This design comes from an exercise in tuning for small area, a short achievable clock period and few clock cycles per item on the open sky130 flow, not from production work. The RTL was checked by simulation tests, not by an equivalence proof against the original design. Power figures rest on the tool's default switching activity, not on a simulated workload.

Design coalescing_priority_event_queue, start of the top module:
module coalescing_priority_event_queue #(
    parameter int QUEUE_DEPTH = 16
) (
    input  logic              i_clk,
    input  logic              i_rst_n,
    input  logic              i_req_valid,
    output logic              o_req_stall,
    input  logic [22:0]       i_req,
    output logic              o_rsp_valid,
    input  logic              i_rsp_stall,
    output logic [30:0]       o_rsp
);
Size: about 490 flip-flops, roughly 60 I/O pins, about 0.026 mm^2 of cells after synthesis.
clock: 3.6 ns
lec_check: 0
cap_margin: 20
core_margin: 2
core_utilization: 50
setup_slack_margin: 1.6
slew_margin: 20
run.sh (not shown) runs the stock make flow with config.mk's settings and CLKGATE_MAP_FILE= SYNTH_SCRIPT=/design/flow/synth_recipe.tcl, a recipe that flattens the netlist after the stock synthesis.
Testbench counts at the start, summed over its fixed seeds: cycles 32,016, requests 32,000.
==> next run, changes <==
--- a/flow/design.v
+++ b/flow/design.v
@@ -74,21 +74,21 @@
     output logic [30:0]       o_rsp
 );
     localparam int N  = QUEUE_DEPTH;
     localparam int CW = $clog2(QUEUE_DEPTH + 1);
     cepq_pkg::t_req       w_a;
     cepq_pkg::t_entry     w_a_entry;
     logic                 r_b_valid;
     logic                 r_b_push;
+    logic [2:0]           r_b_prio_n;    
     cepq_pkg::t_entry     r_b_entry;
-    logic [N-1:0]         r_b_eq;        
+    logic [N/4-1:0]       r_b_eq;        
     logic                 r_b_eq_head;   
     logic                 r_b_eq_next;   
-    logic                 r_b_eq_ins;    
     logic                 r_q_ins;       
     logic                 r_q_pop;       
     logic                 r_q_do_ins;    
     logic                 r_q_do_pop;    
     logic [N-1:0]         r_q_ge;        
     cepq_pkg::t_entry     r_q_entry;     
     cepq_pkg::t_entry     r_q_popped;    
     logic                 r_q_valid;     
@@ -96,17 +96,18 @@
     logic [CW-1:0]        r_cnt;
     logic [N-1:0]         r_occ;         
     logic [N:0]           w_occ;
     logic                 r_awake;
     logic w_room, w_b_free, w_b_move;
     assign w_room      = !r_q_valid || !i_rsp_stall;
     assign w_b_free    = !r_b_valid || w_room;
     assign w_b_move    = r_b_valid && w_room;
-    assign o_req_stall = !w_b_free;
+    logic r_both_valid;
+    assign o_req_stall = r_both_valid && i_rsp_stall;
     assign w_a = i_req;
     assign w_a_entry.prio     = w_a.priority_req;
     assign w_a_entry.msg_type = w_a.msg_type;
     assign w_a_entry.item_id  = w_a.item_id;
     logic [21:0]      w_entry [N];
     logic [N-1:0]     w_eq, w_gt;
     for (genvar g = 0; g < N; g++) begin : g_cell
         logic [21:0] w_left, w_right;
@@ -130,17 +131,17 @@
             .i_take_hold   (!r_q_do_pop && !(r_q_do_ins && r_q_ge[g])),
             .i_take_right  (r_q_do_pop),
             .i_take_left   (w_take_left),
             .i_take_new    (w_take_new),
             .i_left_entry  (w_left),
             .i_right_entry (w_right),
             .i_new_entry   (r_q_entry),
             .i_cmp_entry   (w_a_entry),
-            .i_cmp_prio    (r_b_entry.prio),
+            .i_cmp_prio    (~r_b_prio_n),
             .o_entry       (w_entry[g]),
             .o_eq          (w_eq[g]),
             .o_gt          (w_gt[g])
         );
     end
     assign w_occ = {1'b0, r_occ};
     logic         w_eq_q;
     logic [N-1:0] w_bn_eq;
@@ -188,17 +189,17 @@
             w_ge[g] = w_gtn[g] || !w_occ[g];
         end
     end
     always_comb begin
         if (r_q_do_pop)                   w_head = w_entry[1];
         else if (r_q_do_ins && r_q_ge[0]) w_head = r_q_entry;
         else                              w_head = w_entry[0];
     end
-    assign w_dup     = (|r_b_eq) || r_b_eq_ins || (r_b_eq_head && !r_q_pop) || (r_b_eq_next && r_q_ins);
+    assign w_dup     = (|r_b_eq) || (r_b_eq_head && !r_q_pop) || (r_b_eq_next && r_q_ins);
     assign w_full    = w_occ[N-1];
     assign w_empty   = !w_occ[0];
     assign w_ins     = r_b_push && !w_dup && !w_full;
     assign w_pop     = !r_b_push && !w_empty;
     always_comb begin
         logic all_one, all_zero;
         all_one  = 1'b1;
         all_zero = 1'b1;
@@ -231,41 +232,46 @@
             r_q_ins    <= 1'b0;
             r_q_pop    <= 1'b0;
             r_q_do_ins <= 1'b0;
             r_q_do_pop <= 1'b0;
             r_cnt      <= '0;
             r_occ      <= '0;
             r_awake    <= 1'b0;
             r_q_valid  <= 1'b0;
+            r_both_valid <= 1'b0;
         end else begin
             if (w_b_free) begin
                 r_b_valid <= i_req_valid;
                 r_q_ins   <= w_b_move && w_ins;
                 r_q_pop   <= w_b_move && w_pop;
             end
             r_q_do_ins <= w_b_move && w_ins;
             r_q_do_pop <= w_b_move && w_pop;
             if (w_b_move) begin
                 r_cnt   <= w_cnt_n;
                 if (w_ins)      r_occ <= {r_occ[N-2:0], 1'b1};
                 else if (w_pop) r_occ <= {1'b0, r_occ[N-1:1]};
                 r_awake <= w_awake_n;
             end
             if (w_room) r_q_valid <= r_b_valid;
+            r_both_valid <= (w_b_free ? i_req_valid : r_b_valid)
+                         && (w_room ? r_b_valid : r_q_valid);
         end
     end
     always_ff @(posedge i_clk) begin
         if (w_b_free) begin
             r_b_push    <= (w_a.action == cepq_pkg::ACT_PUSH);
             r_b_entry   <= w_a_entry;
-            r_b_eq      <= w_bn_eq;
+            r_b_prio_n  <= ~w_a_entry.prio;
+            for (int j = 0; j < N/4; j++)
+                r_b_eq[j] <= |w_bn_eq[4*j +: 4]
+                          || (j == 0 && w_eq_q && r_q_do_ins && !r_q_ge[0]);
             r_b_eq_head <= w_bn_eq_head;
             r_b_eq_next <= (r_b_entry == w_a_entry);
-            r_b_eq_ins  <= w_eq_q && r_q_do_ins && !r_q_ge[0];
         end
         r_q_ge    <= w_ge;
         r_q_entry <= r_b_entry;
         if (w_room) begin
             r_q_popped  <= w_pop ? w_head : '0;
             r_q_status  <= w_status;
         end
     end
What happened: Clock power went up slightly. Fmax went up by a few percent. Final cell count went down by a few percent. Worst setup slack gets better by 0.12 ns. Worst hold slack is about the same.
Testbench counts after the change, summed over its fixed seeds: cycles 32,016, requests 32,000.

[what the ideal ports hide]
In the flow no input, the clock included, has a driving cell. The finished layouts below were timed again as built, in two steps. Step 1: set_driving_cell puts a clkbuf_16 on i_clk and a buf_2 on each other input, an assumption about the parent block. Step 2 times the ports against the registers' clock, not the clock port: input delays grow and output delays shrink by t, the midpoint of the rising clock arrivals with the driver on. Slacks: ideal ports / drivers / drivers and shift; pairs: ideal ports / drivers.
run | t (ns) | setup WS [ns] | worst setup path after step 2 | worst register clock-pin slew, ns | cell pins on the clock port's net
the first run | 0.692 | 1.438 / 1.420 / 0.896 | input to register | 0.07 / 0.07 | 1
the second run | 0.687 | 1.558 / 1.558 / 0.967 | input to register | 0.07 / 0.07 | 1
After both steps setup and hold are still met in every run listed. The setup slack of the second run, which loses most, moves by 0.000 ns with the drivers and by -0.591 ns with both steps.
